Source: an optimization exercise on an open RTL-to-GDS flow (aim: small area). Production flows keep margins and buffers that such runs may drop.
RTL that was checked went through simulation tests only; none was proved equivalent to the original.

==> 06-18 <==
==> flow/design.v <==
`default_nettype none
package wb_pkg;
	localparam int ADDR_W = 32;
	localparam int DATA_W = 64;
	localparam int OFFSET_W = 3;
	localparam int ID_W = 4;
	localparam int LINE_W = ADDR_W + DATA_W;
	typedef logic [ADDR_W-1:0] addr_t;
	typedef logic [DATA_W-1:0] data_t;
	typedef logic [ID_W-1:0] axi_id_t;
	typedef enum logic {
		WBQ_IDLE,	 
		WBQ_READY	 
	} wbq_state_t;
endpackage
`default_nettype wire
`default_nettype none
module wb_subsys #(
	parameter int NUM_BANKS  = 4,
	parameter int FIFO_DEPTH = 4
) (
	input  logic            clk,
	input  logic            rst_n,
	input  logic            evict_i,
	input  wb_pkg::addr_t   evict_addr_i,
	input  wb_pkg::data_t   evict_data_i,
	output logic            evict_afull_o,
	output wb_pkg::axi_id_t awid_o,
	output wb_pkg::addr_t   awaddr_o,
	output logic            awvalid_o,
	input  logic            awready_i,
	output wb_pkg::axi_id_t wid_o,
	output wb_pkg::data_t   wdata_o,
	output logic            wvalid_o,
	input  logic            wready_i
);
	localparam int N     = 10;	 
	localparam int HI_W  = wb_pkg::ADDR_W - 5;	 
	localparam int ENT_W = HI_W + wb_pkg::DATA_W;
	logic [2:0]     cnt_q [4];	 
	logic [3:0]     req_q;	 
	logic [1:0]     last_q;
	logic           locked_q;
	logic [1:0]     lock_idx_q;
	logic [N-1:0]   v_q;
	logic [1:0]     bank_q [N];
	logic [1:0]     pos_q  [N];
	logic [ENT_W-1:0] mem  [N];
	logic [1:0] pick;
	logic       found;
	logic [1:0] sel;
	logic       valid;
	logic       handshake;
	logic [3:0] gnt;
	always_comb begin
		pick  = last_q;
		found = 1'b0;
		for (int i = 1; i <= 4; i++) begin
			if (!found && req_q[2'(int'(last_q) + i)]) begin
				pick  = 2'(int'(last_q) + i);
				found = 1'b1;
			end
		end
	end
	assign sel       = locked_q ? lock_idx_q : pick;
	assign valid     = locked_q || found;
	assign handshake = valid && awready_i && wready_i;
	always_comb begin
		for (int k = 0; k < 4; k++) gnt[k] = handshake && (sel == 2'(k));
	end
	always_ff @(posedge clk) begin
		if (!rst_n) begin
			last_q     <= '0;
			locked_q   <= 1'b0;
			lock_idx_q <= '0;
		end else if (handshake) begin
			last_q   <= sel;
			locked_q <= 1'b0;
		end else if (valid) begin
			locked_q   <= 1'b1;
			lock_idx_q <= sel;
		end
	end
	logic [1:0] pb;
	logic       push;
	logic [3:0] push_k;
	logic [N-1:0] we;
	assign pb   = evict_addr_i[4:3];
	assign push = evict_i && !cnt_q[pb][2];	 
	always_comb begin
		for (int k = 0; k < 4; k++) push_k[k] = push && (pb == 2'(k));
	end
	always_comb begin
		logic taken;
		taken = 1'b0;
		for (int i = 0; i < N; i++) begin
			we[i] = push && !v_q[i] && !taken;
			taken = taken || !v_q[i];
		end
	end
	always_ff @(posedge clk) begin
		for (int k = 0; k < 4; k++) begin
			if (!rst_n) begin
				cnt_q[k] <= '0;
				req_q[k] <= 1'b0;
			end else begin
				cnt_q[k] <= cnt_q[k] + 3'(push_k[k]) - 3'(gnt[k]);
				req_q[k] <= req_q[k] ? !gnt[k] : (cnt_q[k] != '0);
			end
		end
	end
	assign evict_afull_o = (cnt_q[0] >= 3'd3) || (cnt_q[1] >= 3'd3) ||
	                       (cnt_q[2] >= 3'd3) || (cnt_q[3] >= 3'd3);
	always_ff @(posedge clk) begin
		for (int i = 0; i < N; i++) begin
			if (!rst_n) begin
				v_q[i] <= 1'b0;
			end else if (we[i]) begin
				v_q[i] <= 1'b1;
			end else if (v_q[i] && gnt[bank_q[i]] && pos_q[i] == '0) begin
				v_q[i] <= 1'b0;
			end
		end
	end
	always_ff @(posedge clk) begin
		for (int i = 0; i < N; i++) begin
			if (we[i]) begin
				bank_q[i] <= pb;
				pos_q[i]  <= 2'(cnt_q[pb] - 3'(gnt[pb]));
			end else if (gnt[bank_q[i]]) begin
				pos_q[i]  <= pos_q[i] - 2'd1;
			end
		end
	end
	always_ff @(posedge clk) begin
		for (int i = 0; i < N; i++) begin
			if (we[i]) mem[i] <= {evict_addr_i[wb_pkg::ADDR_W-1:5], evict_data_i};
		end
	end
	logic [N-1:0]     hit;
	logic [ENT_W-1:0] line;
	always_comb begin
		for (int i = 0; i < N; i++) begin
			hit[i] = v_q[i] && pos_q[i] == '0 && bank_q[i] == sel;
		end
	end
	for (genvar j = 0; j < ENT_W; j++) begin : g_line
		logic [N-1:0] col;
		for (genvar i = 0; i < N; i++) begin : g_col
			assign col[i] = mem[i][j];
		end
		wb_line_mux #(.N(N)) u_mux (.hit_i(hit), .d_i(col), .q_o(line[j]));
	end
	assign awvalid_o = valid;
	assign wvalid_o  = valid;
	assign awid_o    = wb_pkg::axi_id_t'(sel);
	assign wid_o     = wb_pkg::axi_id_t'(sel);
	assign awaddr_o  = {line[wb_pkg::DATA_W +: HI_W], sel, 3'b000};
	assign wdata_o   = line[wb_pkg::DATA_W-1:0];
endmodule
`default_nettype wire
`default_nettype none
module wb_line_mux #(
	parameter int N = 10
) (
	input  logic [N-1:0] hit_i,
	input  logic [N-1:0] d_i,
	output logic         q_o
);
	logic [3:0] t_n;
	wb_aoi3 u_t0 (.s_i(hit_i[2:0]), .d_i(d_i[2:0]), .y_no(t_n[0]));
	wb_aoi3 u_t1 (.s_i(hit_i[5:3]), .d_i(d_i[5:3]), .y_no(t_n[1]));
	wb_aoi3 u_t2 (.s_i(hit_i[8:6]), .d_i(d_i[8:6]), .y_no(t_n[2]));
	assign t_n[3] = !(hit_i[9] && d_i[9]);
	wb_nand4 u_or (.a_i(t_n), .y_no(q_o));
endmodule
module wb_aoi3 (
	input  logic [2:0] s_i,
	input  logic [2:0] d_i,
	output logic       y_no
);
	assign y_no = !(|(s_i & d_i));
endmodule
module wb_nand4 (
	input  logic [3:0] a_i,
	output logic       y_no
);
	assign y_no = !(&a_i);
endmodule
`default_nettype wire
==> flow/run.sh <==
#!/bin/bash
# synth_recipe.tcl (not shown) runs the flow's synth.tcl, then flattens the netlist and writes it again
# the make line also repeats each setting of config.mk as NAME=value (left out here)
make -C /OpenROAD-flow-scripts/flow DESIGN_CONFIG=/design/flow/config.mk WORK_HOME=/design/flow/orfs CLKGATE_MAP_FILE= SYNTH_SCRIPT=/design/flow/synth_recipe.tcl finish
==> flow/config.mk <==
export PLATFORM = sky130hd
export DESIGN_NAME = wb_subsys
export DESIGN_NICKNAME = wb_subsys
export VERILOG_FILES = /design/flow/design.v
export SDC_FILE = /design/flow/constraint.sdc
export NUM_CORES = 4
export LEC_CHECK = 0
export CAP_MARGIN = 0
export CORE_MARGIN = 2
export CORE_UTILIZATION = 40
export CTS_BUF_LIST = sky130_fd_sc_hd__clkbuf_8
export SLEW_MARGIN = 0
export SYNTH_HIERARCHICAL = 1
export SYNTH_MINIMUM_KEEP_SIZE = 0
==> flow/constraint.sdc <==
create_clock -name core_clock -period 6.0 [get_ports {clk}]
set_input_delay 1.2000 -clock core_clock [delete_from_list [all_inputs] [get_ports {clk}]]
set_output_delay 1.2000 -clock core_clock [all_outputs]
set_load 0.01 [all_outputs]
==> 04-16: changes against 06-18 <==
--- a/flow/design.v
+++ b/flow/design.v
@@ -40,7 +40,6 @@
 	logic [2:0]     cnt_q [4];	 
 	logic [3:0]     req_q;	 
-	logic [1:0]     last_q;
+	logic [1:0]     last_q;	 
 	logic           locked_q;
-	logic [1:0]     lock_idx_q;
 	logic [N-1:0]   v_q;
 	logic [1:0]     bank_q [N];
@@ -56,12 +55,16 @@
 		pick  = last_q;
 		found = 1'b0;
-		for (int i = 1; i <= 4; i++) begin
-			if (!found && req_q[2'(int'(last_q) + i)]) begin
-				pick  = 2'(int'(last_q) + i);
-				found = 1'b1;
+		for (int l = 0; l < 4; l++) begin
+			if (last_q == 2'(l)) begin
+				for (int i = 1; i <= 4; i++) begin
+					if (!found && req_q[(l + i) % 4]) begin
+						pick  = 2'((l + i) % 4);
+						found = 1'b1;
+					end
+				end
 			end
 		end
 	end
-	assign sel       = locked_q ? lock_idx_q : pick;
+	assign sel       = locked_q ? last_q : pick;
 	assign valid     = locked_q || found;
 	assign handshake = valid && awready_i && wready_i;
@@ -71,24 +74,24 @@
 	always_ff @(posedge clk) begin
 		if (!rst_n) begin
-			last_q     <= '0;
-			locked_q   <= 1'b0;
-			lock_idx_q <= '0;
-		end else if (handshake) begin
-			last_q   <= sel;
+			last_q   <= '0;
 			locked_q <= 1'b0;
 		end else if (valid) begin
-			locked_q   <= 1'b1;
-			lock_idx_q <= sel;
+			last_q   <= sel;
+			locked_q <= !handshake;
 		end
 	end
-	logic [1:0] pb;
-	logic       push;
-	logic [3:0] push_k;
+	logic [1:0]   pb;
+	logic [2:0]   pcnt;
+	logic         push;
+	logic [3:0]   push_k;
 	logic [N-1:0] we;
+	logic [1:0]   new_pos;
 	assign pb   = evict_addr_i[4:3];
-	assign push = evict_i && !cnt_q[pb][2];	 
+	assign pcnt = cnt_q[pb];
+	assign push = evict_i && !(pcnt[2] && !pcnt[0]);	 
 	always_comb begin
 		for (int k = 0; k < 4; k++) push_k[k] = push && (pb == 2'(k));
 	end
+	assign new_pos = gnt[pb] ? {pcnt[2], pcnt[1]} : {pcnt[1], pcnt[0] && !pcnt[2]};
 	always_comb begin
 		logic taken;
@@ -105,11 +108,22 @@
 				req_q[k] <= 1'b0;
 			end else begin
-				cnt_q[k] <= cnt_q[k] + 3'(push_k[k]) - 3'(gnt[k]);
-				req_q[k] <= req_q[k] ? !gnt[k] : (cnt_q[k] != '0);
+				if (push_k[k] && !gnt[k]) begin
+					cnt_q[k] <= {cnt_q[k][1], cnt_q[k][0], !cnt_q[k][2]};
+				end else if (gnt[k] && !push_k[k]) begin
+					cnt_q[k] <= {!cnt_q[k][0], cnt_q[k][2], cnt_q[k][1]};
+				end
+				req_q[k] <= req_q[k] ? !gnt[k] : (cnt_q[k][0] || cnt_q[k][1]);
 			end
 		end
 	end
-	assign evict_afull_o = (cnt_q[0] >= 3'd3) || (cnt_q[1] >= 3'd3) ||
-	                       (cnt_q[2] >= 3'd3) || (cnt_q[3] >= 3'd3);
+	assign evict_afull_o = cnt_q[0][2] || cnt_q[1][2] || cnt_q[2][2] || cnt_q[3][2];
+	logic [N-1:0] mine;	 
+	logic [N-1:0] hit;	 
+	always_comb begin
+		for (int i = 0; i < N; i++) begin
+			mine[i] = (bank_q[i] == sel);
+			hit[i]  = v_q[i] && mine[i] && pos_q[i] == 2'b00;
+		end
+	end
 	always_ff @(posedge clk) begin
 		for (int i = 0; i < N; i++) begin
@@ -118,5 +132,5 @@
 			end else if (we[i]) begin
 				v_q[i] <= 1'b1;
-			end else if (v_q[i] && gnt[bank_q[i]] && pos_q[i] == '0) begin
+			end else if (hit[i] && handshake) begin
 				v_q[i] <= 1'b0;
 			end
@@ -127,7 +141,7 @@
 			if (we[i]) begin
 				bank_q[i] <= pb;
-				pos_q[i]  <= 2'(cnt_q[pb] - 3'(gnt[pb]));
-			end else if (gnt[bank_q[i]]) begin
-				pos_q[i]  <= pos_q[i] - 2'd1;
+				pos_q[i]  <= new_pos;
+			end else if (mine[i] && handshake) begin
+				pos_q[i]  <= {!pos_q[i][0], pos_q[i][1]};	 
 			end
 		end
@@ -138,11 +152,5 @@
 		end
 	end
-	logic [N-1:0]     hit;
 	logic [ENT_W-1:0] line;
-	always_comb begin
-		for (int i = 0; i < N; i++) begin
-			hit[i] = v_q[i] && pos_q[i] == '0 && bank_q[i] == sel;
-		end
-	end
 	for (genvar j = 0; j < ENT_W; j++) begin : g_line
 		logic [N-1:0] col;
==> flow/flow/run.sh (new file) <==
#!/bin/bash
# Standard ORFS layout with two changes: port buffers use the smallest buffer
# cell, and CTS uses larger sink clusters without dummy loads.
set -o pipefail
export BUFFER_PORTS_ARGS="-buffer_cell sky130_fd_sc_hd__buf_1"
export CTS_ARGS="-sink_clustering_enable -repair_clock_nets -buf_list sky130_fd_sc_hd__clkbuf_8 -sink_clustering_size 19 -sink_clustering_max_diameter 60 -dont_use_dummy_load"
bash standard.sh > standard.log 2>&1
==> flow/standard.sh (new file) <==
#!/bin/bash
# synth_recipe.tcl (not shown) runs the flow's synth.tcl, then flattens the netlist and writes it again
# the make line also repeats each setting of config.mk as NAME=value (left out here)
make -C /OpenROAD-flow-scripts/flow DESIGN_CONFIG=/design/flow/config.mk WORK_HOME=/design/flow/orfs CLKGATE_MAP_FILE= SYNTH_SCRIPT=/design/flow/synth_recipe.tcl "${@:-finish}"
- CORE_UTILIZATION: 40 -> 50
- CTS_BUF_LIST: sky130_fd_sc_hd__clkbuf_8 -> unset
removed: flow/run.sh
==> 06-04: changes against 06-18 <==
--- a/flow/design.v
+++ b/flow/design.v
@@ -40,7 +40,6 @@
 	logic [2:0]     cnt_q [4];	 
 	logic [3:0]     req_q;	 
-	logic [1:0]     last_q;
+	logic [1:0]     last_q;	 
 	logic           locked_q;
-	logic [1:0]     lock_idx_q;
 	logic [N-1:0]   v_q;
 	logic [1:0]     bank_q [N];
@@ -56,12 +55,16 @@
 		pick  = last_q;
 		found = 1'b0;
-		for (int i = 1; i <= 4; i++) begin
-			if (!found && req_q[2'(int'(last_q) + i)]) begin
-				pick  = 2'(int'(last_q) + i);
-				found = 1'b1;
-			end
-		end
-	end
-	assign sel       = locked_q ? lock_idx_q : pick;
+		for (int l = 0; l < 4; l++) begin
+			if (last_q == 2'(l)) begin
+				for (int i = 1; i <= 4; i++) begin
+					if (!found && req_q[(l + i) % 4]) begin
+						pick  = 2'((l + i) % 4);
+						found = 1'b1;
+					end
+				end
+			end
+		end
+	end
+	assign sel       = locked_q ? last_q : pick;
 	assign valid     = locked_q || found;
 	assign handshake = valid && awready_i && wready_i;
@@ -71,32 +74,54 @@
 	always_ff @(posedge clk) begin
 		if (!rst_n) begin
-			last_q     <= '0;
-			locked_q   <= 1'b0;
-			lock_idx_q <= '0;
-		end else if (handshake) begin
-			last_q   <= sel;
+			last_q   <= '0;
 			locked_q <= 1'b0;
 		end else if (valid) begin
-			locked_q   <= 1'b1;
-			lock_idx_q <= sel;
-		end
-	end
-	logic [1:0] pb;
-	logic       push;
-	logic [3:0] push_k;
+			last_q   <= sel;
+			locked_q <= !handshake;
+		end
+	end
+	logic [N-1:0] mine;	 
+	logic [N-1:0] head;	 
+	always_comb begin
+		for (int i = 0; i < N; i++) begin
+			mine[i] = (bank_q[i] == sel);
+			head[i] = v_q[i] && pos_q[i] == 2'b00;
+		end
+	end
+	logic [1:0]   pb;
+	logic [2:0]   pcnt;
+	logic         push;
+	logic [3:0]   push_k;
 	logic [N-1:0] we;
+	logic [N-1:0] first_free;	 
+	logic [1:0]   new_pos;
 	assign pb   = evict_addr_i[4:3];
-	assign push = evict_i && !cnt_q[pb][2];	 
+	assign pcnt = cnt_q[pb];
+	assign push = evict_i && !(pcnt[2] && !pcnt[0]);	 
 	always_comb begin
 		for (int k = 0; k < 4; k++) push_k[k] = push && (pb == 2'(k));
 	end
+	assign new_pos = gnt[pb] ? {pcnt[2], pcnt[1]} : {pcnt[1], pcnt[0] && !pcnt[2]};
+	logic [ENT_W-1:0] line_in;
+	assign line_in = {evict_addr_i[wb_pkg::ADDR_W-1:5], evict_data_i};
 	always_comb begin
 		logic taken;
 		taken = 1'b0;
 		for (int i = 0; i < N; i++) begin
-			we[i] = push && !v_q[i] && !taken;
+			first_free[i] = !v_q[i] && !taken;
 			taken = taken || !v_q[i];
 		end
 	end
+	localparam int NG = 3;
+	localparam int GW = (ENT_W + NG - 1) / NG;
+	logic [N-1:0] we_g  [NG];
+	logic [N-1:0] hit_g [NG];
+	for (genvar g = 0; g < NG; g++) begin : g_grp
+		for (genvar i = 0; i < N; i++) begin : g_ent
+			wb_and2 u_we  (.a_i(push),     .b_i(first_free[i]), .y_o(we_g[g][i]));
+			wb_and2 u_hit (.a_i(head[i]),  .b_i(mine[i]),       .y_o(hit_g[g][i]));
+		end
+	end
+	assign we  = we_g[0];
 	always_ff @(posedge clk) begin
 		for (int k = 0; k < 4; k++) begin
@@ -105,11 +130,16 @@
 				req_q[k] <= 1'b0;
 			end else begin
-				cnt_q[k] <= cnt_q[k] + 3'(push_k[k]) - 3'(gnt[k]);
-				req_q[k] <= req_q[k] ? !gnt[k] : (cnt_q[k] != '0);
-			end
-		end
-	end
-	assign evict_afull_o = (cnt_q[0] >= 3'd3) || (cnt_q[1] >= 3'd3) ||
-	                       (cnt_q[2] >= 3'd3) || (cnt_q[3] >= 3'd3);
+				if (push_k[k] && !gnt[k]) begin
+					cnt_q[k] <= {cnt_q[k][1], cnt_q[k][0], !cnt_q[k][2]};
+				end else if (gnt[k] && !push_k[k]) begin
+					cnt_q[k] <= {!cnt_q[k][0], cnt_q[k][2], cnt_q[k][1]};
+				end
+				req_q[k] <= req_q[k] ? !gnt[k] : (cnt_q[k][0] || cnt_q[k][1]);
+			end
+		end
+	end
+	assign evict_afull_o = cnt_q[0][2] || cnt_q[1][2] || cnt_q[2][2] || cnt_q[3][2];
+	logic [N-1:0] hit;	 
+	assign hit = hit_g[0];
 	always_ff @(posedge clk) begin
 		for (int i = 0; i < N; i++) begin
@@ -118,5 +148,5 @@
 			end else if (we[i]) begin
 				v_q[i] <= 1'b1;
-			end else if (v_q[i] && gnt[bank_q[i]] && pos_q[i] == '0) begin
+			end else if (hit[i] && handshake) begin
 				v_q[i] <= 1'b0;
 			end
@@ -127,22 +157,20 @@
 			if (we[i]) begin
 				bank_q[i] <= pb;
-				pos_q[i]  <= 2'(cnt_q[pb] - 3'(gnt[pb]));
-			end else if (gnt[bank_q[i]]) begin
-				pos_q[i]  <= pos_q[i] - 2'd1;
-			end
-		end
-	end
-	always_ff @(posedge clk) begin
-		for (int i = 0; i < N; i++) begin
-			if (we[i]) mem[i] <= {evict_addr_i[wb_pkg::ADDR_W-1:5], evict_data_i};
-		end
-	end
-	logic [N-1:0]     hit;
+				pos_q[i]  <= new_pos;
+			end else if (mine[i] && handshake) begin
+				pos_q[i]  <= {!pos_q[i][0], pos_q[i][1]};	 
+			end
+		end
+	end
+	always_ff @(posedge clk) begin
+		for (int i = 0; i < N; i++) begin
+			for (int g = 0; g < NG; g++) begin
+				for (int j = g * GW; j < (g + 1) * GW && j < ENT_W; j++) begin
+					if (we_g[g][i]) mem[i][j] <= line_in[j];
+				end
+			end
+		end
+	end
 	logic [ENT_W-1:0] line;
-	always_comb begin
-		for (int i = 0; i < N; i++) begin
-			hit[i] = v_q[i] && pos_q[i] == '0 && bank_q[i] == sel;
-		end
-	end
 	for (genvar j = 0; j < ENT_W; j++) begin : g_line
 		logic [N-1:0] col;
@@ -150,5 +178,5 @@
 			assign col[i] = mem[i][j];
 		end
-		wb_line_mux #(.N(N)) u_mux (.hit_i(hit), .d_i(col), .q_o(line[j]));
+		wb_line_mux #(.N(N)) u_mux (.hit_i(hit_g[j / GW]), .d_i(col), .q_o(line[j]));
 	end
 	assign awvalid_o = valid;
@@ -189,2 +217,11 @@
 endmodule
 `default_nettype wire
+`default_nettype none
+module wb_and2 (
+	input  logic a_i,
+	input  logic b_i,
+	output logic y_o
+);
+	assign y_o = a_i && b_i;
+endmodule
+`default_nettype wire
==> flow/flow/run.sh (new file) <==
#!/bin/bash
# Standard ORFS layout with two changes: port buffers use the smallest buffer
# cell, and CTS uses larger sink clusters without dummy loads.
set -o pipefail
export BUFFER_PORTS_ARGS="-buffer_cell sky130_fd_sc_hd__buf_1"
export CTS_ARGS="-sink_clustering_enable -repair_clock_nets -buf_list sky130_fd_sc_hd__clkbuf_8 -sink_clustering_size 18 -sink_clustering_max_diameter 60 -dont_use_dummy_load"
bash standard.sh > standard.log 2>&1
==> flow/standard.sh (new file) <==
#!/bin/bash
# synth_recipe.tcl (not shown) runs the flow's synth.tcl, then flattens the netlist and writes it again
# the make line also repeats each setting of config.mk as NAME=value (left out here)
make -C /OpenROAD-flow-scripts/flow DESIGN_CONFIG=/design/flow/config.mk WORK_HOME=/design/flow/orfs CLKGATE_MAP_FILE= SYNTH_SCRIPT=/design/flow/synth_recipe.tcl "${@:-finish}"
removed: flow/run.sh
==> load_flow_metrics.sql <==
INSERT INTO impl_metrics (metric_group, metric, value, unit) VALUES
('run_status', 'run_status', 'complete, no violations', ''),
('clocking', 'post_cts_buffers', '0', ''),
('cells_and_area', 'layout.sequential_cells', '979', ''),
('setup_path', 'critical_path_capture_point', 'awaddr_o[26]', ''),
('clocking', 'clkLatencyLatePin', '0.73', 'ns'),
('clocking', 'ctsResizeCount', '0', ''),
('global_routing', 'grt_antenna_before_repair', '11', ''),
('global_routing', 'grt_max_degree', '96', ''),
('global_routing', 'gr-usage-met2', '40.0', '%'),
('sta', 'final.setup.worst_slack', '0.327', 'ns'),
('logic_synthesis', 'yosys.area_share.xor_xnor', '0.506', '%'),
('logic_synthesis', 'synth_seq_area_share', '84.2', '%'),
('global_routing', 'met1_track_utilization_from_global_routing', '32.9', '%'),
('routing', 'wire_per_inst', '29.1', 'µm'),
('cells_and_area', 'multi_input_area_share', '14.4', '%'),
('worst_hold_path', 'hold_path_end', 'req_q[2]', ''),
('power_and_ir_drop', 'clock_power_share', '26.0', '%'),
('routing', 'route.met3.wl', '7120', 'µm');
The numbers above come from 04-16.

==> load_flow_metrics.sql <==
INSERT INTO impl_metrics (metric_group, metric, value, unit) VALUES
('logic_synthesis', 'yosys.area_share.xor_xnor', '0.500', '%'),
('sta', 'max_slew.worst_pin.slew', '1.11', 'ns'),
('clocking', 'ctsResizeCount', '0', ''),
('global_routing', 'gr-usage-met2', '33.4', '%'),
('global_routing', 'grt_max_degree', '34', ''),
('global_routing', 'met1_track_utilization_from_global_routing', '25.2', '%'),
('logic_synthesis', 'dominant_combinational_cell_family_by_area_after_synthesis', 'compound AO/OA/AOI/OAI gates', ''),
('routing', 'route.met3.wl', '6980', 'µm'),
('sta', 'final.setup.worst_slack', '0.615', 'ns'),
('clocking', 'post_cts_buffers', '0', ''),
('run_status', 'run_status', 'complete, no violations', ''),
('clocking', 'clkLatencyLatePin', '0.73', 'ns'),
('routing', 'wire_per_inst', '27.2', 'µm'),
('global_routing', 'grt_antenna_before_repair', '8', ''),
('cells_and_area', 'largest_register_ff_count', '910', '');
The numbers above come from 06-04.

==> load_flow_metrics.sql <==
INSERT INTO impl_metrics (metric_group, metric, value, unit) VALUES
('floorplan', 'die_x', '300', 'µm'),
('sta', 'final.setup.worst_slack', '0.260', 'ns'),
('global_routing', 'grt_max_degree', '75', ''),
('floorplan', 'fp.dieArea', '89900', 'µm²'),
('global_routing', 'grt_antenna_before_repair', '10', ''),
('logic_synthesis', 'yosys.area_share.xor_xnor', '0.475', '%'),
('cells_and_area', 'layout.sequential_cells', '981', ''),
('setup_path', 'critical_path_capture_point', 'awaddr_o[16]', ''),
('power_and_ir_drop', 'clock_power_share', '35.1', '%'),
('routing', 'route.met3.wl', '7130', 'µm'),
('global_routing', 'gr-usage-met2', '32.5', '%'),
('worst_hold_path', 'hold_path_end', 'req_q[0]', ''),
('routing', 'wire_per_inst', '26.3', 'µm'),
('clocking', 'ctsResizeCount', '1', ''),
('run_status', 'run_status', 'complete, no violations', ''),
('global_routing', 'met1_track_utilization_from_global_routing', '26.0', '%');
The numbers above come from 06-18.

No functional check of the RTL was part of 06-04.

==> separate check: timing with driven ports <==
No port has a modelled driver above. Below, the same layouts with a new extraction and two added sets of constraints. Step 1 assumes that a clkbuf_16 drives the clock port and a buf_2 every other input. Step 2 adds t to the input delays and takes it off the output delays; t is the mean of the earliest and latest rising clock arrival at the registers after step 1. Input paths then give back, and output paths get back, about the clock's delay inside the block. a / b / c = no drivers / after step 1 / after step 2; a / b = the first two.
run | t, ns | setup slack, ns | hold slack, ns
06-18 | 0.849 | 0.260 / 0.196 / 1.045 | 0.493 / 0.493 / 0.493
04-16 | 0.761 | 0.327 / 0.262 / 1.023 | 0.528 / 0.528 / 0.528
06-04 | 0.726 | 0.615 / 0.554 / 1.280 | 0.543 / 0.543 / 0.543
After both steps every run listed still meets setup and hold.
